Background: an optimization exercise with open tools, aiming at small area, a short achievable clock period and few clock cycles. Do not read the settings as production practice.
In this exercise RTL edits were held to simulation tests only and were not proved equivalent to the original.

==> design/flow/design.v <==
package bra_pkg;
	localparam int VALUE_WIDTH = 50;
	localparam int DEN_WIDTH   = 32;
	localparam logic [49:0]          SCALE      = 50'd1000000000000;
	localparam logic [49:0]          HALF_SCALE = 50'd500000000000;
	localparam logic [DEN_WIDTH-1:0] MAXD_RESET = 32'd1000000;
endpackage
module bra_ge #(parameter int W = 8) (
	input  logic [W-1:0] a,
	input  logic [W-1:0] b,
	output logic         ge
);
	localparam int L = $clog2(W);
	localparam int N = 1 << L;
	genvar l, i;
	generate
		for (l = 0; l <= L; l = l + 1) begin : lv
			wire [(N >> l)-1:0] g;
			wire [(N >> l)-1:0] p;
			if (l == 0) begin : leaf
				for (i = 0; i < N; i = i + 1) begin : b0
					if (i < W) begin : in
						assign g[i] = a[i] & ~b[i];
						assign p[i] = a[i] | ~b[i];
					end else begin : pad
						assign g[i] = 1'b0;
						assign p[i] = 1'b1;
					end
				end
			end else begin : node
				for (i = 0; i < (N >> l); i = i + 1) begin : bn
					assign g[i] = lv[l-1].g[2*i+1] | (lv[l-1].p[2*i+1] & lv[l-1].g[2*i]);
					assign p[i] = lv[l-1].p[2*i+1] & lv[l-1].p[2*i];
				end
			end
		end
	endgenerate
	assign ge = lv[L].g[0] | lv[L].p[0];
endmodule
module bra_add #(parameter int W = 8) (
	input  logic [W-1:0] a,
	input  logic [W-1:0] b,
	input  logic         ci,
	output logic [W-1:0] s
);
	localparam int L = $clog2(W);
	genvar l, i;
	generate
		for (l = 0; l <= L; l = l + 1) begin : lv
			wire [W-1:0] g;
			wire [W-1:0] p;
			if (l == 0) begin : leaf
				assign g[W-1:1] = a[W-1:1] & b[W-1:1];
				assign p[W-1:1] = a[W-1:1] | b[W-1:1];
				assign g[0] = (a[0] & b[0]) | ((a[0] | b[0]) & ci);
				assign p[0] = 1'b0;
			end else begin : node
				for (i = 0; i < W; i = i + 1) begin : bn
					if (i >= (1 << (l - 1))) begin : cmb
						assign g[i] = lv[l-1].g[i] | (lv[l-1].p[i] & lv[l-1].g[i - (1 << (l - 1))]);
						assign p[i] = lv[l-1].p[i] & lv[l-1].p[i - (1 << (l - 1))];
					end else begin : pass
						assign g[i] = lv[l-1].g[i];
						assign p[i] = lv[l-1].p[i];
					end
				end
			end
		end
	endgenerate
	assign s = (a ^ b) ^ {lv[L].g[W-2:0], ci};
endmodule
module bra_topbit #(parameter int W = 8, parameter int OW = 6) (
	input  logic [W-1:0]  x,
	output logic [OW-1:0] pos,
	output logic          nz
);
	localparam int L = $clog2(W);
	localparam int N = 1 << L;
	genvar l, i;
	generate
		for (l = 0; l <= L; l = l + 1) begin : lv
			wire [(N >> l)-1:0]   v;
			wire [(N >> l)*L-1:0] p;    
			if (l == 0) begin : leaf
				for (i = 0; i < N; i = i + 1) begin : b0
					if (i < W) begin : in
						assign v[i] = x[i];
					end else begin : pad
						assign v[i] = 1'b0;
					end
				end
				assign p = '0;
			end else begin : node
				localparam logic [L-1:0] TOP = 1 << (l - 1);
				for (i = 0; i < (N >> l); i = i + 1) begin : bn
					assign v[i] = lv[l-1].v[2*i+1] | lv[l-1].v[2*i];
					assign p[i*L +: L] = lv[l-1].v[2*i+1] ? (lv[l-1].p[(2*i+1)*L +: L] | TOP) :
						lv[l-1].p[(2*i)*L +: L];
				end
			end
		end
	endgenerate
	assign pos = lv[L].p;
	assign nz  = lv[L].v[0];
endmodule
import bra_pkg::*;
module best_rational_approximation (
	input  logic                 clk,
	input  logic                 arst_n,
	input  logic                 in_valid,
	output logic                 in_ready,
	input  logic [50:0]          in_data,
	output logic                 out_valid,
	input  logic                 out_ready,
	output logic [82:0]          out_data,
	input  logic                 cfg_wen,
	input  logic [bra_pkg::DEN_WIDTH-1:0] cfg_wdata
);
	logic st_idle, st_setup, st_setup2, st_bit, st_pset, st_pbit;
	logic first_q, out_valid_q;
	logic [31:0] lim_q;
	logic [5:0]  plim_q, p_lim;     
	logic        lim_nz;
	logic [49:0] n_q, ds_q, p0_q;
	logic [51:0] ps_q;
	logic [31:0] q0_q, qs_q;
	logic [10:0] pone_q;    
	logic [40:0] r2_q;      
	logic [5:0]  j_q, posd_q, posr_q, posq_q;
	logic        rnz_q;
	logic        brk_q;
	logic        neg_cur_q, neg_out_q;
	bra_topbit #(.W(32)) u_p_lim (.x(lim_q), .pos(p_lim), .nz(lim_nz));
	logic        nok, nok2, qok, acc, accq;
	logic [33:0] qcs_s, qcs_c, qcs_sum, nlim;
	logic [31:0] qsum;
	logic [49:0] nsub, n1, p01, psum;
	logic [31:0] q01;
	logic [40:0] r2sub, r21;
	logic [5:0]  p_nsub, p_n, p_qsum, p_q0;
	logic        nz_nsub, nz_n, nz_qsum, nz_q0;
	bra_ge #(.W(50)) u_nok (.a(n_q), .b(ds_q), .ge(nok));
	bra_ge #(.W(51)) u_nok2 (.a({1'b0, n_q}), .b({ds_q, 1'b0}), .ge(nok2));
	assign nlim  = ~{2'b0, lim_q};
	assign qcs_s = {2'b0, q0_q} ^ {2'b0, qs_q} ^ nlim;
	assign qcs_c = {(({1'b0, q0_q} & {1'b0, qs_q}) | ({1'b0, q0_q} & nlim[32:0]) |
		({1'b0, qs_q} & nlim[32:0])), 1'b0};
	bra_add #(.W(34)) u_qcmp (.a(qcs_s), .b(qcs_c), .ci(1'b0), .s(qcs_sum));
	assign qok   = qcs_sum[33];
	assign acc   = nok & (qok | first_q);
	assign accq  = acc & !first_q;
	bra_add #(.W(50)) u_nsub (.a(n_q), .b(~ds_q), .ci(1'b1), .s(nsub));
	bra_add #(.W(32)) u_qsum (.a(q0_q), .b(qs_q), .ci(1'b0), .s(qsum));
	assign psum  = p0_q + (first_q ? {39'd0, pone_q} : ps_q[49:0]);
	assign r2sub = r2_q - {ds_q[39:0], 1'b0};
	assign n1    = acc ? nsub : n_q;
	assign p01   = acc ? psum : p0_q;
	assign q01   = accq ? qsum : q0_q;
	assign r21   = acc ? r2sub : r2_q;
	bra_topbit #(.W(40)) u_p_nsub (.x(nsub[39:0]), .pos(p_nsub), .nz(nz_nsub));
	bra_topbit #(.W(40)) u_p_n    (.x(n_q[39:0]), .pos(p_n), .nz(nz_n));
	bra_topbit #(.W(32)) u_p_qsum (.x(qsum), .pos(p_qsum), .nz(nz_qsum));
	bra_topbit #(.W(32)) u_p_q0   (.x(q0_q), .pos(p_q0), .nz(nz_q0));
	logic [3:0]  j1;
	logic        j1_nz;
	bra_topbit #(.W(11), .OW(4)) u_p_j1 (.x(in_data[49:39]), .pos(j1), .nz(j1_nz));
	logic [5:0]  jn, jq;
	logic [4:0]  jset;
	logic        cap, jq_ge_jn;
	logic [39:0] n_shl;
	logic        stall, r2_ge, fin_semi, fin_conv, exact, brk_go;
	bra_add #(.W(6)) u_jn (.a(posd_q), .b(~posr_q), .ci(1'b1), .s(jn));
	bra_add #(.W(6)) u_jq (.a(plim_q), .b(~posq_q), .ci(1'b1), .s(jq));
	bra_ge  #(.W(6)) u_cap (.a(jq), .b(jn), .ge(jq_ge_jn));
	assign cap    = !jq_ge_jn;
	assign jset   = st_setup ? jn[4:0] : j_q[4:0];
	assign n_shl  = n_q[39:0] << jset;
	assign stall  = first_q && out_valid_q;
	bra_ge #(.W(40)) u_r2ge (.a(r2_q[39:0]), .b(ds_q[39:0]), .ge(r2_ge));
	assign fin_semi = brk_q && r2_q[40];
	assign fin_conv = brk_q && !r2_q[40] && r2_ge;
	assign brk_go   = brk_q && !r2_q[40] && !r2_ge;
	assign exact    = !brk_q && !rnz_q;
	logic big_prod, pbit;
	assign big_prod = ({1'b0, posd_q} + {1'b0, posq_q}) >= 7'd39;
	assign pbit     = q0_q[j_q[4:0]];
	logic done_conv, done_semi, done, swap, to_setup2;
	always_comb begin
		done_conv = 1'b0;
		done_semi = 1'b0;
		if (st_setup && !stall) begin
			done_semi = fin_semi || exact;
			done_conv = fin_conv;
		end
		if (st_pset) done_semi = big_prod;
		if (st_pbit) begin
			done_semi = pbit && !nok;
			done_conv = !(pbit && !nok) && (j_q == 6'd0);
		end
	end
	assign done      = done_conv || done_semi;
	assign swap      = ((st_setup && !brk_q && !exact && !cap) || st_setup2) && !stall;
	assign to_setup2 = st_setup && !stall && !brk_q && !exact && cap;
	assign in_ready  = st_idle;
	assign out_valid = out_valid_q;
	assign out_data  = {neg_out_q, ps_q[49:0], qs_q};
	always_ff @(posedge clk or negedge arst_n) begin
		if (!arst_n) begin
			st_idle     <= 1'b1;
			st_setup    <= 1'b0;
			st_setup2   <= 1'b0;
			st_bit      <= 1'b0;
			st_pset     <= 1'b0;
			st_pbit     <= 1'b0;
			lim_q       <= MAXD_RESET;
			plim_q      <= 6'd19;
			out_valid_q <= 1'b0;
		end else begin
			if (cfg_wen) begin
				lim_q <= {cfg_wdata[31:1], cfg_wdata[0] | (cfg_wdata == 32'd0)};
			end
			plim_q <= p_lim;
			if (done) begin
				out_valid_q <= 1'b1;
			end else if (out_ready) begin
				out_valid_q <= 1'b0;
			end
			st_idle   <= (st_idle && !in_valid) || done;
			st_setup  <= (st_bit && j_q == 6'd0) || (st_setup && stall);
			st_setup2 <= to_setup2 || (st_setup2 && stall);
			st_bit    <= (st_idle && in_valid) || swap || (st_bit && j_q != 6'd0);
			st_pset   <= st_setup && brk_go;
			st_pbit   <= (st_pset && !done) || (st_pbit && !done);
		end
	end
	always_ff @(posedge clk) begin
		if (done) begin
			neg_out_q <= neg_cur_q;
		end
		if (done_semi) begin
			ps_q <= {2'b0, p0_q};
			qs_q <= q0_q;
		end
		if (st_idle) begin
			n_q       <= in_data[49:0];
			neg_cur_q <= in_data[50];
			first_q   <= 1'b1;
			ds_q      <= SCALE << j1;
			pone_q    <= 11'd1 << j1;
			p0_q      <= 50'd0;
			q0_q      <= 32'd1;
			j_q       <= {2'b0, j1};
			posd_q    <= 6'd39;
		end
		if (swap) begin
			first_q <= 1'b0;
			n_q     <= ds_q;
			ds_q    <= {10'd0, n_shl};
			p0_q    <= first_q ? 50'd1 : ps_q[49:0];
			ps_q    <= {2'b0, p0_q} << jset;
			q0_q    <= first_q ? 32'd0 : qs_q;
			qs_q    <= q0_q << jset;
			r2_q    <= {1'b0, ds_q[39:0]};
			j_q     <= {1'b0, jset};
			posd_q  <= posr_q;
		end
		if (to_setup2) begin
			j_q <= jq;
		end
		if (st_setup && brk_go) begin
			n_q <= ds_q;
			j_q <= posq_q;
		end
		if (st_bit) begin
			n_q    <= n1;
			p0_q   <= p01;
			q0_q   <= q01;
			r2_q   <= r21;
			posr_q <= acc ? p_nsub : p_n;
			rnz_q  <= acc ? nz_nsub : nz_n;
			posq_q <= accq ? p_qsum : p_q0;
			brk_q  <= acc ? nok2 : nok;
			if (j_q != 6'd0) begin
				ds_q   <= ds_q >> 1;
				pone_q <= pone_q >> 1;
				j_q    <= j_q - 6'd1;
				if (!first_q) begin
					qs_q <= qs_q >> 1;
					ps_q <= ps_q >> 1;
				end
			end
		end
		if (st_pset && !big_prod) begin
			ds_q <= {10'd0, n_shl};
			n_q  <= HALF_SCALE;
		end
		if (st_pbit) begin
			if (pbit && nok) n_q <= nsub;
			ds_q <= ds_q >> 1;
			j_q  <= j_q - 6'd1;
		end
	end
endmodule
==> design/flow/flow/run.sh <==
#!/bin/bash
set -euo pipefail
bash standard.sh SETUP_SLACK_MARGIN=6 finish > standard_flow.log 2>&1
==> design/flow/standard.sh <==
#!/bin/bash
# synth_recipe.tcl (not shown) runs the flow's synth.tcl, then flattens the netlist and writes it again
# the make line also repeats each setting of config.mk as NAME=value (left out here)
make -C /OpenROAD-flow-scripts/flow DESIGN_CONFIG=/design/flow/config.mk WORK_HOME=/design/flow/orfs CLKGATE_MAP_FILE= SYNTH_SCRIPT=/design/flow/synth_recipe.tcl "${@:-finish}"
==> design/flow/config.mk <==
export PLATFORM = sky130hd
export DESIGN_NAME = best_rational_approximation
export DESIGN_NICKNAME = best_rational_approximation
export VERILOG_FILES = /design/flow/design.v
export SDC_FILE = /design/flow/constraint.sdc
export NUM_CORES = 4
export LEC_CHECK = 0
export CAP_MARGIN = 20
export CORE_MARGIN = 2
export CORE_UTILIZATION = 40
export SLEW_MARGIN = 20
==> design/flow/constraint.sdc <==
create_clock -name core_clock -period 10.0 [get_ports {clk}]
set_input_delay 2.0000 -clock core_clock [delete_from_list [all_inputs] [get_ports {clk}]]
set_output_delay 2.0000 -clock core_clock [all_outputs]
set_load 0.01 [all_outputs]
==> out/qor.yml, run 1 <==
outcome: "complete, no violations"
dieArea_sq_mm: 0.106
crit_chain: "inv_1, ha_2, nor4_4, nand4b_1, a311oi_4, and4bb_4, a221oi_4, buf_12, a31oi_1, xor2_1, a21oi_1, o21bai_1, a31oi_2, o31ai_1"
slew_headroom: 0.271
dp.final_hpwl_microns: 124000
cts_buffers: 53
clk_pin_slew_worst_paths_ns: 0.07
coreArea_sq_mm: 0.102
fin_nets: 5869
synth_top_area_share: 0.105
portBuffers: 172
avgViaCountPerCell: 6.40
maxCapViolCount: 0
fin_skew_ns: 0.0433
synthCells: 5347
synth_nets: 5756
die_h_microns: 325
hold_buffers: 0
routed_wl_microns: 182000
start_kind: "register"
cp-end-kind: "register"
final_cells: 6875
cpLargestDelayFamily: "compound AO/OA/AOI/OAI gates"
min_period_ns: 4.14
antenna_found_initial: 2
dp.cells: 6590
layout-drive-gt1-share: 0.143
ys_types: 102
cp_num_buf_inv: 2
drt_iter0_drc: 5145
placementRows: 117
drc_errors: 0
synth-seq-cells: 390
start_util: 0.405
rsz0062_at_grt: "yes"
via_count: 44000
pre_cts_ws_ns: 4.12
yosysMostFrequentCell: "nand2_1"
clock-root-buffer: "clkbuf_16"
clk_latency_ns: 0.69
tritoncts: "yes"
die_w_microns: 325
grt_max_degree: 91
gr-usage-all-layers: 0.321
fill_cells: 9968
worst_slack_ns: 5.86
area_delta_synth_final_pct: 20.6
grt_pass1_wl_microns: 264000
synth_top_cell_by_area: "edfxtp_1"
clk_path_buf_depth: 3
clock.fmax_mhz: 242
gp_congestion: 1.02
clock-sinks: 390
min_period_over_period: 0.414
slowest_stage: "dfxtp_2"
htree_levels: 2
synth_ff_type: "dfxtp_1"
wl_per_cell_microns: 26.5
postSynthAreaPerCell_sq_um: 7.72
slew_violations: 0
yosys_warnings: 1
synth_edf_count: 144
async_reset_ff_frac: 0.113
yosys-top-cells-area: "edfxtp_1 (10%), dfxtp_1 (9.8%), mux2i_1 (8.8%)"
ys_seq_area_frac: 0.230
worstPathRequired_ns: 10.42
hold_viol: 0
setup_tns_ns: 0
arrival_ns: 4.55
setup.worst_path.class: "register to register"
worst_slew_pin_slew_ns: 1.09
grt_pass1_vias: 41300
overflow: 0
firstDrtPassIters: 8
hold_path.class: "register to register"
yosys-top-cells-count: "nand2_1 (575), o21ai_0 (484), nor2_1 (431), a21oi_1 (382), mux2i_1 (361)"
netlist_area_sq_mm: 0.0413
hold_slack_ns: 0.428
setup_viol: 0
pin_count: 173
max_stage_delay_ns: 0.47
final_antenna_net_count: 0
cp_max_fo: 8
## cells in the final DEF, fill, tap and decap left out, types with 142 or more instances in the layout
master / n
dfxtp_1: 142
a21oi_1: 357
edfxtp_1: 144
o21ai_0: 449
buf_4: 161
ha_1: 249
mux2i_1: 357
nand2_1: 564
inv_1: 318
nor2_1: 408
clkdlybuf4s50_1: 160
## kinds of logic after synthesis
kind of cell | after synthesis | synth area share
AOI/OAI and AO/OA | 1698 | 0.264
xor gates and xnor gates | 156 | 0.0331
adders and majority gates | 367 | 0.115
buffers and inverters | 690 | 0.0690
DFF | 390 | 0.230
muxes | 423 | 0.107
and+or+nand+nor | 1623 | 0.181
## per-stage QoR
step                      instance area, sq um   util
after CTS                                48000  0.471
final                                    49800  0.488
after global routing                     49800  0.488
after detailed placement                 43900  0.430
after global placement                   43800  0.430
after floorplan                          41500      -
## sequential cells by signal, indices dropped and copies added (netlist names), 5 cells and up
register	count
ds_q	50
qs_q	32
ps_q	52
lim_q	32
j_q	6
posd_q	6
posq_q	5
p0_q	50
n_q	50
q0_q	32
plim_q	5
r2_q	41
posr_q	6
pone_q	11
## routing by layer
layer  part of all wire  vias up  track usage
met5            0.00011        -            0
met4              0.060        2        0.164
met3              0.091      612       0.0580
met2               0.45     2407        0.513
met1               0.40    21100        0.412
li1                   -    19800            -
## final cells by class
| class | count | area [sq um] | share of cell area |
|---|---|---|---|
| Antenna cell | 2 | 5.00 | 0.000100 |
| Clock buffer | 75 | 1500 | 0.0301 |
| Tap cell | 1368 | 1710 | 0.0344 |
| Inverter | 338 | 1290 | 0.0259 |
| Timing Repair Buffer | 403 | 4400 | 0.0883 |
| Sequential cell | 390 | 9610 | 0.193 |
| Clock inverter | 25 | 206 | 0.00414 |
| Multi-Input combinational cell | 4274 | 31100 | 0.624 |
## worst register-to-register path, stage by stage (launching register included)
cell	delay (ns)
dfxtp_2	0.47
inv_1	0.13
ha_2	0.28
nor4_4	0.43
nand4b_1	0.23
a311oi_4	0.38
and4bb_4	0.33
a221oi_4	0.27
buf_12	0.17
a31oi_1	0.16
xor2_1	0.20
a21oi_1	0.23
o21bai_1	0.12
a31oi_2	0.34
o31ai_1	0.12
## timing repair
| action | CTS | global route |
|---|---|---|
| setup buffers | 84 | 68 |
| gates cloned | 17 | 14 |
| pin swaps | 64 | 64 |
| hold endpoints to repair | 0 | 0 |
| setup endpoints to repair | 435 | 366 |
| gates resized for setup | 334 | 225 |
## path summary, 6_finish.rpt
| kind | start | end | slack, ns | depth (start not counted) |
|---|---|---|---|---|
| max in group asynchronous | arst_n | st_setup | 8.02 | 2 |
| max | n_q[18] | posr_q[0] | 5.86 | 14 |
| max reg2reg | n_q[18] | posr_q[0] | 5.86 | 14 |
| min | neg_cur_q | neg_out_q | 0.43 | 0 |
| min in group asynchronous | arst_n | lim_q[8] | 1.42 | 2 |
| min reg2reg | neg_cur_q | neg_out_q | 0.43 | 0 |
Testbench counts, summed over its fixed seeds: cycles 19,790.
==> run 2: changes to the inputs <==
--- a/design/flow/config.mk
+++ b/design/flow/config.mk
@@ -9,3 +9,4 @@
 export CORE_MARGIN = 2
 export CORE_UTILIZATION = 40
 export SLEW_MARGIN = 20
+export TNS_END_PERCENT = 10
==> out/qor.yml, run 2 <==
cts_buffers: 54  # +1.9%
placementRows: 117  # unchanged
setup_tns_ns: 0  # unchanged
grt_max_degree: 136  # +49%
diodes: 0  # -2
die_w_microns: 325  # unchanged
outcome: "complete, no violations"
seq_area_sq_mm: 0.00964  # +0.29%
postPlaceCellArea_sq_mm: 0.0438  # about the same
hold_viol: 0  # unchanged
max_stage_delay_ns: 0.68  # +0.21 ns
min_period_ns: 4.17  # +0.0357 ns
final_common_cell: "nand2_1"
min_period_over_period: 0.417  # +0.00357
maxCapViolCount: 0  # unchanged
tritoncts: "yes"
postSynthAreaPerCell_sq_um: 7.72  # unchanged
synth_top_area_share: 0.105  # unchanged
dp.final_hpwl_microns: 123000  # -1.0%
overflow: 0  # unchanged
ys_types: 102  # unchanged
final_cells: 6861  # -0.20%
antenna_found_initial: 1  # -1
hold_path.class: "register to register"
fin_skew_ns: 0.0467  # +0.00343 ns
firstDrtPassIters: 9  # +1
rsz0062_at_grt: "yes"
slew_headroom: 0.172  # -0.0988
gr-usage-all-layers: 0.312  # -0.00855
drt_iter0_drc: 4877  # -5.2%
largest-register: "ps_q"
r2r-start: "posd_q[0]"
area_delta_synth_final_pct: 19.8
largest_reg_flops: 52  # unchanged
worstPathRequired_ns: 10.59  # +0.17 ns
fin_nets: 5857  # -0.20%
synth_top_cell_by_area: "edfxtp_1"
final_antenna_net_count: 0  # unchanged
drc_errors: 0  # unchanged
htree_levels: 2  # unchanged
yosys-top-cells-area: "edfxtp_1 (10%), dfxtp_1 (9.8%), mux2i_1 (8.8%)"
fin_util: 0.485  # -0.00329
clk_path_buf_depth: 3  # unchanged
start_kind: "input port"
layout-drive-gt1-share: 0.147  # +0.00323
fill_cells: 10000  # +0.74%
synth_ff_type: "dfxtp_1"
cp-end-kind: "register"
yosys_warnings: 1  # unchanged
synth_nets: 5756  # unchanged
setup_viol: 0  # unchanged
worst_slew_pin_slew_ns: 1.24  # +0.151 ns
ys_seq_area_frac: 0.230  # unchanged
hp-start: "neg_cur_q"
clock-sinks: 390  # unchanged
slew_violations: 0  # unchanged
clock.fmax_mhz: 240  # -0.86%
clk_latency_ns: 0.69  # about the same
clock-root-buffer: "clkbuf_16"
slowest_stage: "clkdlybuf4s50_1"
layout_common_cells: "nand2_1 (563), o21ai_0 (462), nor2_1 (408), mux2i_1 (358), a21oi_1 (355)"
via_count: 43500  # -1.1%
coreArea_sq_mm: 0.102  # unchanged
netlist_area_sq_mm: 0.0413  # unchanged
synthCells: 5347  # unchanged
dieArea_sq_mm: 0.106  # unchanged
die_h_microns: 325  # unchanged
synth_edf_count: 144  # unchanged
synth-seq-cells: 390  # unchanged
yosysMostFrequentCell: "nand2_1"
grt_pass1_wl_microns: 258000  # -2.2%
cp_max_fo: 9  # +1
arrival_ns: 4.76  # +0.21 ns
async_reset_ff_frac: 0.113  # unchanged
dp.cells: 6593  # +0.046%
portBuffers: 172  # unchanged
gp_congestion: 0.990  # -3.1%
yosys-top-cells-count: "nand2_1 (575), o21ai_0 (484), nor2_1 (431), a21oi_1 (382), mux2i_1 (361)"
clk_pin_slew_worst_paths_ns: 0.06  # about the same
start_util: 0.405  # unchanged
multi_input_area_sq_mm: 0.0310  # -0.28%
avgViaCountPerCell: 6.34  # -0.93%
pin_count: 173  # unchanged
wl_per_cell_microns: 25.6  # -3.4%
routed_wl_microns: 176000  # -3.6%
cp-startpoint: "in_data[49]"
grt_pass1_vias: 41100  # -0.55%
stdcell_area_sq_mm: 0.0495  # -0.67%
crit_chain: "clkdlybuf4s50_1, nor2_1, nand2_1, nor2_1, nand2_1, o21ai_0, nand2_1, o32ai_1, nor2_1, o22ai_1"
setup.worst_path.class: "input port to register"
run 2: cell types whose count changed in the layout (fill, tap and decap cells not counted), moves of 13 or more:
cell,before,now
o21ai_0,449,462
dfxtp_2,43,60
o21ai_1,31,18
dfxtp_1,142,122
buf_4,161,174
run 2: final cells by class:
cell class	instances	area share
Clock buffer	80	0.0324
Clock inverter	21	0.00374
Inverter	338	0.0266
Multi-Input combinational cell	4271	0.626
Sequential cell	390	0.195
Tap cell	1368	0.0346
Timing Repair Buffer	393	0.0813
run 2: stage by stage:
step / hold slack, ns / setup WS, ns
finish: 0.417 / 5.83
global route: 0.440 / 5.75
CTS: 0.421 / 5.87
detailed placement: 0.408 / 4.45
global placement: 0.404 / 4.49
floorplan: 0.399 / 5.78
run 2: what timing repair did:
action | CTS | global route
hold buffers | 0 | 0
hold endpoints to repair | 0 | 0
buffers inserted | 43 | 106
gates resized for setup | 279 | 278
setup endpoints to repair | 441 | 399
gates cloned | 13 | 5
pin swaps | 41 | 70
run 2: path summary, 6_finish.rpt:
kind / end / slack, ns / depth (start not counted)
max reg2reg: ds_q[30] / 5.91 / 13
max: ds_q[15] / 5.83 / 10
min in group asynchronous: lim_q[0] / 1.43 / 2
min reg2reg: neg_out_q / 0.42 / 0
min: neg_out_q / 0.42 / 0
max in group asynchronous: st_bit / 8.04 / 2
run 2: worst max-delay path, delay by kind of cell:
family	cells	cell delay, ns
AO/OA/AOI/OAI	3	0.38
AND/OR/NAND/NOR	6	1.68
buffers and inverters	1	0.68
run 2: cell families after synthesis:
logic type / share of synthesized area
flip-flops: 0.230
AO/OA/AOI/OAI: 0.264
AND/OR/NAND/NOR: 0.181
XOR/XNOR: 0.0331
multiplexers: 0.107
adder cells (fa/ha/maj): 0.115
buffers and inverters: 0.0690
run 2: per-layer routing:
layer	vias up	wire, microns	share of wire	track usage
li1	19800	-	-	-
met1	21000	71700	0.41	0.409
met2	2192	79500	0.45	0.505
met3	495	15200	0.087	0.0466
met4	2	9260	0.053	0.144
met5	-	13	0.000074	0
==> run 3: changes to the inputs <==
--- a/design/flow/config.mk
+++ b/design/flow/config.mk
@@ -7,6 +7,5 @@
 export LEC_CHECK = 0
 export CAP_MARGIN = 20
 export CORE_MARGIN = 2
-export CORE_UTILIZATION = 40
+export CORE_UTILIZATION = 50
 export SLEW_MARGIN = 20
-export TNS_END_PERCENT = 10
==> out/qor.yml, run 3 <==
overflow: 0  # unchanged
rr_worst_depth: 16  # +3
gp_congestion: 1.07  # +7.8%
arrival_ns: 4.57  # -0.19 ns
cp_max_fo: 12  # +3
setup_tns_ns: 0  # unchanged
synth-seq-cells: 390  # unchanged
routed_wl_microns: 174000  # -0.85%
setup.worst_path.class: "input port to register"
via_count: 43500  # +0.083%
hold_buffers: 0  # unchanged
fin_skew_ns: 0.0254  # -0.0213 ns
hold_viol: 0  # unchanged
rsz0062_at_grt: "yes"
yosys_warnings: 1  # unchanged
layout_common_cells: "nand2_1 (562), o21ai_0 (448), nor2_1 (407), mux2i_1 (356), a21oi_1 (352)"
maxCapViolCount: 0  # unchanged
hold_path.class: "register to register"
dieArea_sq_mm: 0.0849  # -20%
synthMuxAreaShare: 0.107  # unchanged
min_period_ns: 4.09  # -0.0797 ns
placementRows: 105  # -10%
clock-root-buffer: "clkbuf_16"
worst_slew_pin_slew_ns: 1.16  # -0.0866 ns
worst_slack_ns: 5.91  # +0.0797 ns
ys_types: 102  # unchanged
fin_util: 0.603  # +0.118
min_period_over_period: 0.409  # -0.00798
rrSetupSlack_ns: 5.96  # +0.05 ns
slew_violations: 0  # unchanged
yosys-top-cells-count: "nand2_1 (575), o21ai_0 (484), nor2_1 (431), a21oi_1 (382), mux2i_1 (361)"
hp-start: "neg_cur_q"
start_kind: "input port"
grt_pass1_wl_microns: 256000  # -1.0%
clk_pin_slew_worst_paths_ns: 0.06  # about the same
coreArea_sq_mm: 0.0820  # -20%
clock.fmax_mhz: 244  # +1.9%
postSynthAreaPerCell_sq_um: 7.72  # unchanged
synth_top_family_by_area: "compound AO/OA/AOI/OAI gates"
cp-endpoint: "ds_q[18]"
yosys-top-cells-area: "edfxtp_1 (10%), dfxtp_1 (9.8%), mux2i_1 (8.8%)"
gr-usage-all-layers: 0.386  # +0.0740
avgViaCountPerCell: 6.60  # +4.2%
synth_ff_type: "dfxtp_1"
synth-simple-area-share: 0.181  # unchanged
setup_viol: 0  # unchanged
htree_levels: 2  # unchanged
grt_pass1_vias: 41200  # +0.31%
synth_edf_count: 144  # unchanged
synthXorXnorAreaFrac: 0.0331  # unchanged
netlist_area_sq_mm: 0.0413  # unchanged
final_common_cell: "nand2_1"
pin_count: 173  # unchanged
wl_per_cell_microns: 26.4  # +3.2%
synth_top_cell_by_area: "edfxtp_1"
layout-drive-gt1-share: 0.150  # +0.00306
area_delta_synth_final_pct: 19.7
clk_latency_ns: 0.65  # -0.04 ns
synthCells: 5347  # unchanged
die_h_microns: 291  # -10%
pre_cts_ws_ns: 4.40  # -0.0515 ns
clock-sinks: 390  # unchanged
r2r-end: "posr_q[2]"
cp-end-kind: "register"
synth_compound_area_frac: 0.264  # unchanged
largest_reg_flops: 52  # unchanged
firstDrtPassIters: 8  # -1
largest-register: "ps_q"
synthAdderAreaFrac: 0.115  # unchanged
synth_top_area_share: 0.105  # unchanged
ys_seq_area_frac: 0.230  # unchanged
drt_iter0_drc: 4642  # -4.8%
fin_nets: 5886  # +0.50%
cp-startpoint: "in_data[48]"
cts_buffers: 52  # -3.7%
final_antenna_net_count: 0  # unchanged
synth_nets: 5756  # unchanged
tritoncts: "yes"
antenna_found_initial: 1  # unchanged
r2r-start: "ds_q[1]"
outcome: "complete, no violations"
clk_path_buf_depth: 3  # unchanged
drc_errors: 0  # unchanged
grt_max_degree: 80  # -41%
slew_headroom: 0.228  # +0.0558
yosysMostFrequentCell: "nand2_1"
dp.final_hpwl_microns: 120000  # -2.2%
die_w_microns: 291  # -10%
portBuffers: 172  # unchanged
async_reset_ff_frac: 0.113  # unchanged
start_util: 0.504  # +0.0990
worstPathRequired_ns: 10.47  # -0.12 ns
==> run 3: cell counts after synthesis <==
No cell type changed its count.
==> run 3: area by class of cell <==
| cell class | count | area, sq um |
|---|---|---|
| fill | 7630 | 32600 |
| multi-input combinational | 4272 | 31000 |
| sequential | 390 | 9620 |
| timing repair buffer | 423 | 4400 |
| clock buffer | 73 | 1480 |
| tap | 1070 | 1340 |
| inverter | 338 | 1310 |
| clock inverter | 25 | 284 |
| antenna | 1 | 2.50 |
==> run 3: cells by family (layout without fill, tap and decap cells) <==
family | count (synthesis) | count (layout)
other cells | 0 | 1
fa+ha+maj | 367 | 367
xor+xnor | 156 | 156
simple gates | 1623 | 1624
flops | 390 | 390
compound gates | 1698 | 1701
buf+inv | 690 | 859
mux | 423 | 424
==> run 3: per-stage QoR <==
stage	std cells	cell area, sq um	hold slack (ns)
after CTS	6492	47700	0.443
final	6592	49400	0.435
after detailed placement	6300	43500	0.420
after floorplan	5347	41500	0.399
after global placement	6300	43500	0.427
after global routing	6591	49400	0.449
==> run 3: worst min path at each step <==
stage	slack [ns]	cells past startpoint	to
after floorplan	0.40	1	plim_q[1]
after global placement	0.43	0	neg_out_q
after detailed placement	0.42	0	neg_out_q
after CTS	0.44	0	neg_out_q
after global routing	0.45	0	neg_out_q
final	0.43	0	neg_out_q
==> run 3: what timing repair did <==
action | 4_1_cts | 5_1_grt
pin swaps | 61 | 81
gates resized for setup | 320 | 248
setup endpoints to repair | 436 | 384
setup buffers | 79 | 89
gates cloned | 15 | 10
==> run 3: per-layer routing <==
metal,vias up,GRT usage,routed length [microns]
met1,20900,0.495,69900
met4,2,0.197,11300
met3,559,0.0616,14500
met5,-,0,16
li1,19800,-,-
met2,2197,0.628,78600
==> run 3: critical path, cell delays in order <==
cell and delay, ns:
dlygate4sd2_1 0.66, nor2_1 0.17, a21o_2 0.27, inv_1 0.27, ha_4 0.25, buf_4 0.12
a21oi_1 0.06, o221ai_1 0.15, o21ai_0 0.11, a222oi_1 0.49
==> run 4: changes to the inputs <==
--- a/design/flow/config.mk
+++ b/design/flow/config.mk
@@ -7,5 +7,5 @@
 export LEC_CHECK = 0
 export CAP_MARGIN = 20
 export CORE_MARGIN = 2
-export CORE_UTILIZATION = 50
+export CORE_UTILIZATION = 60
 export SLEW_MARGIN = 20
==> out/qor.yml, run 4 <==
max_stage_delay_ns: 0.42  # -0.24 ns
synth_top_cell_by_area: "edfxtp_1"
antenna_found_initial: 8  # +7
pin_count: 173  # unchanged
dp.cells: 6100  # -3.2%
rsz0062_at_grt: "yes"
worst_slack_ns: 5.90  # -0.00171 ns
cts_buffers: 51  # -1.9%
ys_types: 102  # unchanged
slowest_stage: "fa_2"
final_cells: 6379  # -3.2%
overflow: 0  # unchanged
synthCells: 5347  # unchanged
slew_headroom: 0.237  # +0.00905
postPlaceCellArea_sq_mm: 0.0432  # -0.72%
largest-register: "ps_q"
cp-end-kind: "register"
cp-startpoint: "n_q[0]"
gp_congestion: 1.05  # -2.0%
via_count: 45200  # +3.8%
start_util: 0.604  # +0.100
hold_path.class: "register to register"
final_common_cell: "nand2_1"
clk_pin_slew_worst_paths_ns: 0.06  # about the same
dieArea_sq_mm: 0.0709  # -16%
worst_slew_pin_slew_ns: 1.14  # -0.0107 ns
grt_pass1_vias: 41900  # +1.5%
routed_wl_microns: 171000  # -1.6%
netlist_area_sq_mm: 0.0413  # unchanged
htree_levels: 2  # unchanged
slew_violations: 0  # unchanged
final_antenna_net_count: 0  # unchanged
r2r-start: "n_q[0]"
stdcell_area_sq_mm: 0.0489  # -1.0%
yosys-top-cells-area: "edfxtp_1 (10%), dfxtp_1 (9.8%), mux2i_1 (8.8%)"
synth_top_area_share: 0.105  # unchanged
fin_skew_ns: 0.0291  # +0.00364 ns
pre_cts_ws_ns: 4.31  # -0.0878 ns
seq_area_sq_mm: 0.00960  # -0.12%
yosysMostFrequentCell: "nand2_1"
hp-start: "lim_q[28]"
maxCapViolCount: 0  # unchanged
fill_cells: 5545  # -27%
postSynthAreaPerCell_sq_um: 7.72  # unchanged
wl_per_cell_microns: 26.9  # +1.7%
cp_num_buf_inv: 3  # unchanged
tritoncts: "yes"
min_period_ns: 4.10  # +0.00171 ns
synth-seq-cells: 390  # unchanged
clk_path_buf_depth: 3  # unchanged
worstPathRequired_ns: 10.38  # -0.09 ns
setup_tns_ns: 0  # unchanged
clock-root-buffer: "clkbuf_16"
placementRows: 96  # -8.6%
area_delta_synth_final_pct: 18.5
multi_input_area_sq_mm: 0.0311  # +0.29%
die_w_microns: 266  # -8.6%
crit_chain: "inv_4, ha_4, fa_2, nor3_4, o311ai_4, buf_6, a311oi_4, and4bb_4, a221oi_4, buf_6, a31oi_4, xor2_2, a21oi_2, o21bai_2, a31oi_4, o31ai_1"
outcome: "complete, no violations"
synth_edf_count: 144  # unchanged
yosys-top-cells-count: "nand2_1 (575), o21ai_0 (484), nor2_1 (431), a21oi_1 (382), mux2i_1 (361)"
clock.fmax_mhz: 244  # about the same
setup_viol: 0  # unchanged
min_period_over_period: 0.410  # about the same
dp.final_hpwl_microns: 116000  # -3.1%
firstDrtPassIters: 9  # +1
largest_reg_flops: 52  # unchanged
layout-drive-gt1-share: 0.149  # -0.000748
coreArea_sq_mm: 0.0683  # -17%
synth_ff_type: "dfxtp_1"
async_reset_ff_frac: 0.113  # unchanged
hold_buffers: 0  # unchanged
cpLargestDelayFamily: "compound AO/OA/AOI/OAI gates"
cp_max_fo: 6  # -6
layout_common_cells: "nand2_1 (561), o21ai_0 (449), nor2_1 (408), mux2i_1 (356), a21oi_1 (347)"
synth_nets: 5756  # unchanged
setup.worst_path.class: "register to register"
gr-usage-all-layers: 0.456  # +0.0701
drt_iter0_drc: 6243  # +34%
clock-sinks: 390  # unchanged
avgViaCountPerCell: 7.08  # +7.3%
hold_viol: 0  # unchanged
ys_seq_area_frac: 0.230  # unchanged
fin_nets: 5863  # -0.39%
die_h_microns: 266  # -8.6%
grt_max_degree: 94  # +18%
yosys_warnings: 1  # unchanged
portBuffers: 172  # unchanged
grt_pass1_wl_microns: 251000  # -1.7%
arrival_ns: 4.47  # -0.10 ns
drc_errors: 0  # unchanged
clk_latency_ns: 0.65  # about the same
start_kind: "register"
## run 4: cell counts after synthesis
No cell type changed its count.
## run 4: worst paths after layout
kind                             endpoint  slack, ns  cells after the start
worst min-delay path            plim_q[1]       0.43                      1
min in group asynchronous        lim_q[8]       1.46                      2
worst max register to register  posr_q[0]       5.90                     16
worst min register to register  plim_q[1]       0.43                      1
worst max-delay path            posr_q[0]       5.90                     16
max in group asynchronous          st_bit       8.01                      2
## run 4: kinds of logic (layout without fill, tap and decap cells)
| group | after synthesis | in the layout | share of synthesized area |
|---|---|---|---|
| mux | 423 | 426 | 0.107 |
| other cells | 0 | 2 | 0 |
| fa+ha+maj | 367 | 367 | 0.115 |
| flops | 390 | 390 | 0.230 |
| xor+xnor | 156 | 156 | 0.0331 |
| simple gates | 1623 | 1623 | 0.181 |
| buf+inv | 690 | 831 | 0.0690 |
| compound gates | 1698 | 1702 | 0.264 |
## run 4: per-layer routing
metal | part of all wire | global-route usage | up-vias
met2 | 0.44 | 0.720 | 3111
met4 | 0.078 | 0.291 | 10
met5 | 0.00031 | 0 | -
met3 | 0.11 | 0.104 | 861
met1 | 0.37 | 0.562 | 21300
li1 | - | - | 19900
## run 4: area by class of cell
class,count,share of cell area
multi-input cells,4274,0.636
flip-flops and latches,390,0.196
repair buffers,399,0.0838
clock buffers,73,0.0296
inverters,338,0.0266
well taps,882,0.0226
clock inverters,21,0.00545
diodes,2,0.000102
## run 4: timing repair
action                                 CTS  global route
gates resized for setup                287           288
cloned                                  15             7
buffers inserted                        76            85
pin swaps                               58           104
setup endpoints to repair              439           382
endpoints found under the hold margin    0             0
## run 4: metrics by stage
| step | hold WS [ns] | utilization |
|---|---|---|
| floorplan | 0.399 | - |
| global placement | 0.404 | 0.632 |
| detailed placement | 0.430 | 0.632 |
| CTS | 0.433 | 0.688 |
| global route | 0.441 | 0.716 |
| finish | 0.432 | 0.716 |
==> run 5: changes to the inputs <==
--- a/design/flow/design.v
+++ b/design/flow/design.v
@@ -128,6 +128,7 @@
 	logic [40:0] r2_q;      
 	logic [5:0]  j_q, posd_q, posr_q, posq_q;
 	logic        rnz_q;
+	logic        d2_q;      
 	logic        brk_q;
 	logic        neg_cur_q, neg_out_q;
 	bra_topbit #(.W(32)) u_p_lim (.x(lim_q), .pos(p_lim), .nz(lim_nz));
@@ -175,6 +176,11 @@
 	assign cap    = !jq_ge_jn;
 	assign jset   = st_setup ? jn[4:0] : j_q[4:0];
 	assign n_shl  = n_q[39:0] << jset;
+	logic [40:0] nx;
+	logic        r2nd, dec;
+	assign nx    = {n_q[39:0], 1'b0};
+	assign r2nd  = nx[posr_q];
+	assign dec   = st_setup && r2nd && !d2_q;
 	assign stall  = first_q && out_valid_q;
 	bra_ge #(.W(40)) u_r2ge (.a(r2_q[39:0]), .b(ds_q[39:0]), .ge(r2_ge));
 	assign fin_semi = brk_q && r2_q[40];
@@ -251,18 +257,20 @@
 			q0_q      <= 32'd1;
 			j_q       <= {2'b0, j1};
 			posd_q    <= 6'd39;
+			d2_q      <= 1'b1;    
 		end
 		if (swap) begin
 			first_q <= 1'b0;
 			n_q     <= ds_q;
-			ds_q    <= {10'd0, n_shl};
+			ds_q    <= dec ? {11'd0, n_shl[39:1]} : {10'd0, n_shl};
 			p0_q    <= first_q ? 50'd1 : ps_q[49:0];
-			ps_q    <= {2'b0, p0_q} << jset;
+			ps_q    <= dec ? ({2'b0, p0_q} << jset) >> 1 : {2'b0, p0_q} << jset;
 			q0_q    <= first_q ? 32'd0 : qs_q;
-			qs_q    <= q0_q << jset;
+			qs_q    <= dec ? (q0_q << jset) >> 1 : q0_q << jset;
 			r2_q    <= {1'b0, ds_q[39:0]};
-			j_q     <= {1'b0, jset};
+			j_q     <= {1'b0, jset} - {5'd0, dec};
 			posd_q  <= posr_q;
+			d2_q    <= r2nd;
 		end
 		if (to_setup2) begin
 			j_q <= jq;
--- a/design/flow/config.mk
+++ b/design/flow/config.mk
@@ -7,5 +7,5 @@
 export LEC_CHECK = 0
 export CAP_MARGIN = 20
 export CORE_MARGIN = 2
-export CORE_UTILIZATION = 60
+export CORE_UTILIZATION = 40
 export SLEW_MARGIN = 20
==> out/qor.yml, run 5 <==
drt_iter0_drc: 5722  # -8.3%
yosys_warnings: 1  # unchanged
start_kind: "register"
synth_edf_count: 145  # +0.69%
slew_headroom: 0.353  # +0.116
ys_seq_area_frac: 0.222  # -0.00785
tritoncts: "yes"
start_util: 0.402  # -0.202
r2r-start: "posr_q[0]"
hold_viol: 0  # unchanged
synth_nets: 5755  # -0.017%
htree_levels: 2  # unchanged
cp-startpoint: "posr_q[0]"
hold_path.class: "register to register"
area_delta_synth_final_pct: 24.2
arrival_ns: 4.51  # +0.04 ns
dieArea_sq_mm: 0.110  # +55%
clock.fmax_mhz: 243  # -0.53%
async_reset_ff_frac: 0.113  # -0.000289
layout_common_cells: "nand2_1 (444), o21ai_0 (415), mux2i_1 (401), a21oi_1 (390), nor2_1 (373)"
clk_path_buf_depth: 3  # unchanged
outcome: "complete, no violations"
hold_slack_ns: 0.435  # +0.00327 ns
grt_pass1_vias: 42800  # +2.2%
ys_types: 110  # +7.8%
pre_cts_ws_ns: 4.22  # -0.0901 ns
worstPathRequired_ns: 10.39  # about the same
die_h_microns: 331  # +24%
setup_tns_ns: 0  # unchanged
layout-drive-gt1-share: 0.189  # +0.0401
cp-endpoint: "p0_q[46]"
clk_latency_ns: 0.70  # +0.05 ns
yosys-top-cells-area: "edfxtp_1 (10%), mux2i_1 (9.9%), dfxtp_1 (9.4%)"
wl_per_cell_microns: 27.7  # +2.9%
synth-seq-cells: 391  # +0.26%
synth_top_area_share: 0.102  # -0.00320
pin_count: 173  # unchanged
dp.final_hpwl_microns: 127000  # +8.9%
slew_violations: 0  # unchanged
postSynthAreaPerCell_sq_um: 8.03  # +3.9%
gp_congestion: 0.986  # -5.8%
setup_viol: 0  # unchanged
avgViaCountPerCell: 6.52  # -8.0%
worst_slack_ns: 5.88  # -0.0219 ns
rsz0062_at_grt: "yes"
crit_chain: "buf_12, ha_4, fa_2, inv_2, maj3_2, maj3_2, o22ai_4, o221a_4, o21a_4, buf_12, buf_16, nor2_4, inv_4, nor2_4, buf_12, nor2_4, buf_12, clkbuf_16"
min_period_over_period: 0.412  # +0.00219
portBuffers: 172  # unchanged
netlist_area_sq_mm: 0.0429  # +3.9%
clock-sinks: 391  # +0.26%
firstDrtPassIters: 8  # -1
final_antenna_net_count: 0  # unchanged
antenna_found_initial: 1  # -7
final_common_cell: "nand2_1"
rrSetupSlack_ns: 5.88  # -0.02 ns
clock-root-buffer: "clkbuf_16"
placementRows: 120  # +25%
yosys-top-cells-count: "nand2_1 (453), o21ai_0 (447), a21oi_1 (423), mux2i_1 (423), nor2_1 (403)"
cp-end-kind: "register"
drc_errors: 0  # unchanged
max_stage_delay_ns: 0.61  # +0.19 ns
slowest_stage: "fa_2"
rr_worst_depth: 18  # +2
fin_skew_ns: 0.0400  # +0.0109 ns
crit_path_frequent_cell: "buf_12"
largest-register: "ps_q"
r2r-end: "p0_q[46]"
synth_ff_type: "dfxtp_1"
grt_max_degree: 107  # +14%
overflow: 0  # unchanged
setup.worst_path.class: "register to register"
synth_top_cell_by_area: "edfxtp_1"
clk_pin_slew_worst_paths_ns: 0.07  # about the same
min_period_ns: 4.12  # +0.0219 ns
via_count: 45800  # +1.4%
die_w_microns: 331  # +24%
fin_nets: 5991  # +2.2%
cts_buffers: 53  # +3.9%
maxCapViolCount: 0  # unchanged
coreArea_sq_mm: 0.107  # +56%
routed_wl_microns: 194000  # +13%
cp_max_fo: 7  # +1
synthCells: 5344  # -0.056%
largest_reg_flops: 52  # unchanged
grt_pass1_wl_microns: 275000  # +9.4%
yosysMostFrequentCell: "nand2_1"
gr-usage-all-layers: 0.323  # -0.133
worst_slew_pin_slew_ns: 0.971  # -0.174 ns
## run 5: cell families after synthesis
logic type / Yosys count / synth area share
AO/OA/AOI/OAI: 1777 / 0.270
AND/OR/NAND/NOR: 1424 / 0.156
buffers and inverters: 714 / 0.0705
multiplexers: 524 / 0.141
flip-flops: 391 / 0.222
adder cells (fa/ha/maj): 355 / 0.108
XOR/XNOR: 159 / 0.0326
## run 5: critical path: cells and delay by family, from the launching register on
family,cells,cell delay (ns)
fa+ha+maj,4,1.41
buf+inv,8,1.14
compound gates,3,0.60
flops,1,0.43
simple gates,3,0.21
## run 5: how the worst min path moves through the flow
stage | startpoint | endpoint | slack [ns] | depth (start not counted)
3_5_place_dp | neg_cur_q | neg_out_q | 0.41 | 0
5_1_grt | neg_cur_q | neg_out_q | 0.44 | 0
6_report | neg_cur_q | neg_out_q | 0.44 | 0
2_1_floorplan | lim_q[28] | plim_q[1] | 0.40 | 1
3_3_place_gp | neg_cur_q | neg_out_q | 0.41 | 0
4_1_cts | neg_cur_q | neg_out_q | 0.44 | 0
## run 5: area by class of cell
type	instances	area (sq um)
Fill cell	10100	53500
Multi-Input combinational cell	4247	32800
Sequential cell	391	9680
Timing Repair Buffer	536	5770
Tap cell	1403	1760
Clock buffer	78	1660
Inverter	351	1420
Clock inverter	22	245
Antenna cell	2	5.00
## run 5: repair_timing
item | in CTS | in global routing
pin swaps | 74 | 103
buffers inserted | 128 | 129
endpoints found under the hold margin | 0 | 0
cloned | 24 | 24
gates resized for setup | 370 | 319
endpoints found under the setup margin | 442 | 399
hold buffers | 0 | 0
## run 5: metrics by stage
step	util	instance area, sq um	instances
5_1_grt	0.499	53300	7028
3_3_place_gp	0.426	45500	6622
4_1_cts	0.474	50600	6875
3_5_place_dp	0.426	45500	6623
2_1_floorplan	-	43100	5344
6_report	0.499	53300	7030
## run 5: metal layers
metal | global-route usage | share of wire | vias to the layer above
met1 | 0.420 | 0.39 | 22000
met5 | 0 | 0 | -
met2 | 0.516 | 0.44 | 2790
li1 | - | - | 20300
met4 | 0.164 | 0.063 | 0
met3 | 0.0522 | 0.10 | 709
Testbench counts of run 5, summed over its fixed seeds: cycles 18,957.
==> run 6: changes to the inputs <==
--- a/design/flow/design.v
+++ b/design/flow/design.v
@@ -41,7 +41,8 @@
 	input  logic [W-1:0] a,
 	input  logic [W-1:0] b,
 	input  logic         ci,
-	output logic [W-1:0] s
+	output logic [W-1:0] s,
+	output logic         co
 );
 	localparam int L = $clog2(W);
 	genvar l, i;
@@ -67,7 +68,8 @@
 			end
 		end
 	endgenerate
-	assign s = (a ^ b) ^ {lv[L].g[W-2:0], ci};
+	assign s  = (a ^ b) ^ {lv[L].g[W-2:0], ci};
+	assign co = lv[L].g[W-1];
 endmodule
 module bra_topbit #(parameter int W = 8, parameter int OW = 6) (
 	input  logic [W-1:0]  x,
@@ -129,10 +131,9 @@
 	logic [5:0]  j_q, posd_q, posr_q, posq_q;
 	logic        rnz_q;
 	logic        d2_q;      
-	logic        brk_q;
 	logic        neg_cur_q, neg_out_q;
 	bra_topbit #(.W(32)) u_p_lim (.x(lim_q), .pos(p_lim), .nz(lim_nz));
-	logic        nok, nok2, qok, acc, accq;
+	logic        nok, qok, acc, accq, brk;
 	logic [33:0] qcs_s, qcs_c, qcs_sum, nlim;
 	logic [31:0] qsum;
 	logic [49:0] nsub, n1, p01, psum;
@@ -140,18 +141,17 @@
 	logic [40:0] r2sub, r21;
 	logic [5:0]  p_nsub, p_n, p_qsum, p_q0;
 	logic        nz_nsub, nz_n, nz_qsum, nz_q0;
-	bra_ge #(.W(50)) u_nok (.a(n_q), .b(ds_q), .ge(nok));
-	bra_ge #(.W(51)) u_nok2 (.a({1'b0, n_q}), .b({ds_q, 1'b0}), .ge(nok2));
 	assign nlim  = ~{2'b0, lim_q};
 	assign qcs_s = {2'b0, q0_q} ^ {2'b0, qs_q} ^ nlim;
 	assign qcs_c = {(({1'b0, q0_q} & {1'b0, qs_q}) | ({1'b0, q0_q} & nlim[32:0]) |
 		({1'b0, qs_q} & nlim[32:0])), 1'b0};
-	bra_add #(.W(34)) u_qcmp (.a(qcs_s), .b(qcs_c), .ci(1'b0), .s(qcs_sum));
+	bra_add #(.W(34)) u_qcmp (.a(qcs_s), .b(qcs_c), .ci(1'b0), .s(qcs_sum), .co());
 	assign qok   = qcs_sum[33];
 	assign acc   = nok & (qok | first_q);
 	assign accq  = acc & !first_q;
-	bra_add #(.W(50)) u_nsub (.a(n_q), .b(~ds_q), .ci(1'b1), .s(nsub));
-	bra_add #(.W(32)) u_qsum (.a(q0_q), .b(qs_q), .ci(1'b0), .s(qsum));
+	bra_add #(.W(50)) u_nsub (.a(n_q), .b(~ds_q), .ci(1'b1), .s(nsub), .co(nok));
+	assign brk = nok;
+	bra_add #(.W(32)) u_qsum (.a(q0_q), .b(qs_q), .ci(1'b0), .s(qsum), .co());
 	assign psum  = p0_q + (first_q ? {39'd0, pone_q} : ps_q[49:0]);
 	assign r2sub = r2_q - {ds_q[39:0], 1'b0};
 	assign n1    = acc ? nsub : n_q;
@@ -170,8 +170,8 @@
 	logic        cap, jq_ge_jn;
 	logic [39:0] n_shl;
 	logic        stall, r2_ge, fin_semi, fin_conv, exact, brk_go;
-	bra_add #(.W(6)) u_jn (.a(posd_q), .b(~posr_q), .ci(1'b1), .s(jn));
-	bra_add #(.W(6)) u_jq (.a(plim_q), .b(~posq_q), .ci(1'b1), .s(jq));
+	bra_add #(.W(6)) u_jn (.a(posd_q), .b(~posr_q), .ci(1'b1), .s(jn), .co());
+	bra_add #(.W(6)) u_jq (.a(plim_q), .b(~posq_q), .ci(1'b1), .s(jq), .co());
 	bra_ge  #(.W(6)) u_cap (.a(jq), .b(jn), .ge(jq_ge_jn));
 	assign cap    = !jq_ge_jn;
 	assign jset   = st_setup ? jn[4:0] : j_q[4:0];
@@ -183,10 +183,10 @@
 	assign dec   = st_setup && r2nd && !d2_q;
 	assign stall  = first_q && out_valid_q;
 	bra_ge #(.W(40)) u_r2ge (.a(r2_q[39:0]), .b(ds_q[39:0]), .ge(r2_ge));
-	assign fin_semi = brk_q && r2_q[40];
-	assign fin_conv = brk_q && !r2_q[40] && r2_ge;
-	assign brk_go   = brk_q && !r2_q[40] && !r2_ge;
-	assign exact    = !brk_q && !rnz_q;
+	assign fin_semi = brk && r2_q[40];
+	assign fin_conv = brk && !r2_q[40] && r2_ge;
+	assign brk_go   = brk && !r2_q[40] && !r2_ge;
+	assign exact    = !brk && !rnz_q;
 	logic big_prod, pbit;
 	assign big_prod = ({1'b0, posd_q} + {1'b0, posq_q}) >= 7'd39;
 	assign pbit     = q0_q[j_q[4:0]];
@@ -205,8 +205,8 @@
 		end
 	end
 	assign done      = done_conv || done_semi;
-	assign swap      = ((st_setup && !brk_q && !exact && !cap) || st_setup2) && !stall;
-	assign to_setup2 = st_setup && !stall && !brk_q && !exact && cap;
+	assign swap      = ((st_setup && !brk && !exact && !cap) || st_setup2) && !stall;
+	assign to_setup2 = st_setup && !stall && !brk && !exact && cap;
 	assign in_ready  = st_idle;
 	assign out_valid = out_valid_q;
 	assign out_data  = {neg_out_q, ps_q[49:0], qs_q};
@@ -287,7 +287,6 @@
 			posr_q <= acc ? p_nsub : p_n;
 			rnz_q  <= acc ? nz_nsub : nz_n;
 			posq_q <= accq ? p_qsum : p_q0;
-			brk_q  <= acc ? nok2 : nok;
 			if (j_q != 6'd0) begin
 				ds_q   <= ds_q >> 1;
 				pone_q <= pone_q >> 1;
==> out/qor.yml, run 6 <==
start_kind: "register"
clock-sinks: 390  # -0.26%
yosys-top-cells-count: "nand2_1 (522), mux2i_1 (509), nor2_1 (437), a21oi_1 (398), o21ai_0 (386)"
synthCells: 5324  # -0.37%
ys_seq_area_frac: 0.224  # +0.00255
overflow: 0  # unchanged
cp_max_fo: 6  # -1
dp.final_hpwl_microns: 121000  # -4.3%
layout_common_cells: "mux2i_1 (502), nand2_1 (470), nor2_1 (380), a21oi_1 (331), inv_1 (325)"
worstPathRequired_ns: 10.58  # +0.19 ns
ys_types: 118  # +7.3%
min_period_over_period: 0.430  # +0.0179
grt_pass1_wl_microns: 268000  # -2.6%
clk_pin_slew_worst_paths_ns: 0.06  # about the same
wl_per_cell_microns: 27.3  # -1.4%
setup.worst_path.class: "register to register"
setup_tns_ns: 0  # unchanged
yosys_warnings: 1  # unchanged
async_reset_ff_frac: 0.113  # +0.000289
fin_skew_ns: 0.0567  # +0.0167 ns
htree_levels: 2  # unchanged
yosys-top-cells-area: "mux2i_1 (12%), edfxtp_1 (10%), dfxtp_1 (9.6%)"
slew_headroom: 0.236  # -0.116
fin_nets: 5952  # -0.65%
hold_viol: 0  # unchanged
cp-end-kind: "register"
antenna_found_initial: 4  # +3
cp-startpoint: "ds_q[1]"
firstDrtPassIters: 9  # +1
coreArea_sq_mm: 0.105  # -1.7%
netlist_area_sq_mm: 0.0423  # -1.4%
dieArea_sq_mm: 0.108  # -1.4%
worst_slew_pin_slew_ns: 1.15  # +0.174 ns
setup_viol: 0  # unchanged
clk_path_buf_depth: 3  # unchanged
placementRows: 119  # -0.83%
pre_cts_ws_ns: 4.47  # +0.254 ns
slew_violations: 0  # unchanged
via_count: 45400  # -0.81%
worst_slack_ns: 5.70  # -0.179 ns
avgViaCountPerCell: 6.51  # -0.13%
postPlaceCellArea_sq_mm: 0.0448  # -1.6%
cts_buffers: 53  # unchanged
layout-drive-gt1-share: 0.212  # +0.0230
maxCapViolCount: 0  # unchanged
synth-seq-cells: 390  # -0.26%
rsz0062_at_grt: "yes"
synth_edf_count: 144  # -0.69%
largest-register: "ps_q"
clock-root-buffer: "clkbuf_16"
stdcell_area_sq_mm: 0.0540  # +1.3%
synth_nets: 5732  # -0.40%
hp-start: "neg_cur_q"
routed_wl_microns: 190000  # -2.0%
start_util: 0.403  # +0.000900
area_delta_synth_final_pct: 27.7
grt_max_degree: 86  # -20%
min_period_ns: 4.30  # +0.179 ns
drt_iter0_drc: 5885  # +2.8%
r2r-start: "ds_q[1]"
grt_pass1_vias: 41700  # -2.5%
pin_count: 173  # unchanged
die_w_microns: 329  # -0.72%
synth_top_cell_by_area: "mux2i_1"
postSynthAreaPerCell_sq_um: 7.94  # -1.1%
yosysMostFrequentCell: "nand2_1"
clock.fmax_mhz: 233  # -4.2%
largest_reg_flops: 52  # unchanged
gr-usage-all-layers: 0.322  # -0.000555
portBuffers: 172  # unchanged
final_antenna_net_count: 0  # unchanged
drc_errors: 0  # unchanged
synth_ff_type: "dfxtp_1"
synth_top_area_share: 0.121  # +0.0190
hold_path.class: "register to register"
arrival_ns: 4.88  # +0.37 ns
gp_congestion: 1.00  # +1.6%
tritoncts: "yes"
outcome: "complete, no violations"
final_common_cell: "mux2i_1"
clk_latency_ns: 0.72  # +0.02 ns
die_h_microns: 329  # -0.72%
run 6: changes by cell type after synthesis, sizes merged, moves of 28 or more:
cell    change
mux2i      +85
nand2      +68
o21ai      -67
nor3       +60
o22ai      -39
mux4       -36
nor2       +35
clkbuf     -34
a211oi     -28
run 6: worst paths after layout:
check	end	slack [ns]	cells after the start
worst max-delay path	n_q[1]	5.70	14
worst min register to register	neg_out_q	0.42	0
max in group asynchronous	st_bit	8.01	2
min in group asynchronous	lim_q[13]	1.42	2
worst min-delay path	neg_out_q	0.42	0
worst max register to register	n_q[1]	5.70	14
run 6: kinds of logic (layout without fill, tap and decap cells):
| kind of cell | after synthesis | in the layout | share of synthesized area |
|---|---|---|---|
| adder cells (fa/ha/maj) | 335 | 335 | 0.105 |
| other | 0 | 2 | 0 |
| AO/OA/AOI/OAI | 1583 | 1593 | 0.248 |
| buffers and inverters | 703 | 945 | 0.0705 |
| flip-flops | 390 | 390 | 0.224 |
| XOR/XNOR | 161 | 161 | 0.0335 |
| multiplexers | 578 | 582 | 0.145 |
| AND/OR/NAND/NOR | 1574 | 1583 | 0.173 |
run 6: per-stage QoR:
stage,hold slack (ns),util,instances
2_1_floorplan,0.400,-,5324
3_3_place_gp,0.409,0.426,6592
3_5_place_dp,0.412,0.427,6592
4_1_cts,0.426,0.484,6878
5_1_grt,0.450,0.514,6981
6_report,0.423,0.514,6982
run 6: critical path, cell delays in order (launching register included):
cell and delay (ns):
dfxtp_4 0.37, clkinvlp_4 0.16, maj3_1 0.40, maj3_2 0.36, maj3_1 0.39, o211ai_1 0.72, and4_4 0.38, o21ai_2 0.10
o21ai_4 0.30, buf_12 0.19, buf_12 0.14, buf_12 0.12, buf_16 0.15, a21oi_2 0.06, a222oi_1 0.29
run 6: metal layers:
layer,wire [microns],track usage
met1,75400,0.429
met2,81100,0.497
met3,21000,0.0664
met4,12900,0.155
met5,13,0
run 6: layout make-up:
type	instances	area [sq um]
fillers	9699	51000
flip-flops and latches	390	9640
well taps	1391	1740
clock buffers	69	1470
clock inverters	31	450
repair buffers	494	5990
multi-input cells	4254	33300
diodes	2	5.00
inverters	351	1340
run 6: repair_timing:
item                       in CTS  in global routing
setup endpoints to repair     439                425
gates resized for setup       494                553
pin swaps                     125                218
gates cloned                   47                 32
setup buffers                 139                 70
hold buffers                    0                  0
Testbench counts of run 6, summed over its fixed seeds: cycles 18,957.

[afterwards: timing with drivers on the ports]
Ports are ideal in the flow. The routed layouts listed here were re-timed in OpenROAD. Step 1: set_driving_cell puts a clkbuf_16 on clk and a buf_2 on each other input, an assumption about the parent block. Step 2, shift: input delay + t, output delay - t, t = (earliest + latest rising clock arrival at the registers) / 2. This alone moves slack from input paths to output paths. Three values: ideal ports, drivers, drivers and shift; two values: the first two.
run | t (ns) | setup WS [ns] | clock arrival spread, ns
run 1 | 0.742 | 5.862 / 5.862 / 5.273 | 0.044 / 0.043
run 2 | 0.736 | 5.826 / 5.797 / 5.134 | 0.046 / 0.047
run 3 | 0.706 | 5.906 / 5.956 / 5.252 | 0.026 / 0.026
run 4 | 0.706 | 5.904 / 5.904 / 5.248 | 0.030 / 0.029
run 5 | 0.762 | 5.883 / 5.882 / 5.317 | 0.040 / 0.040
run 6 | 0.772 | 5.704 / 5.704 / 5.138 | 0.056 / 0.057
After both steps setup and hold are still met in every run listed. The setup slack of run 2, which loses most, moves by -0.029 ns with the drivers and by -0.692 ns with both steps.
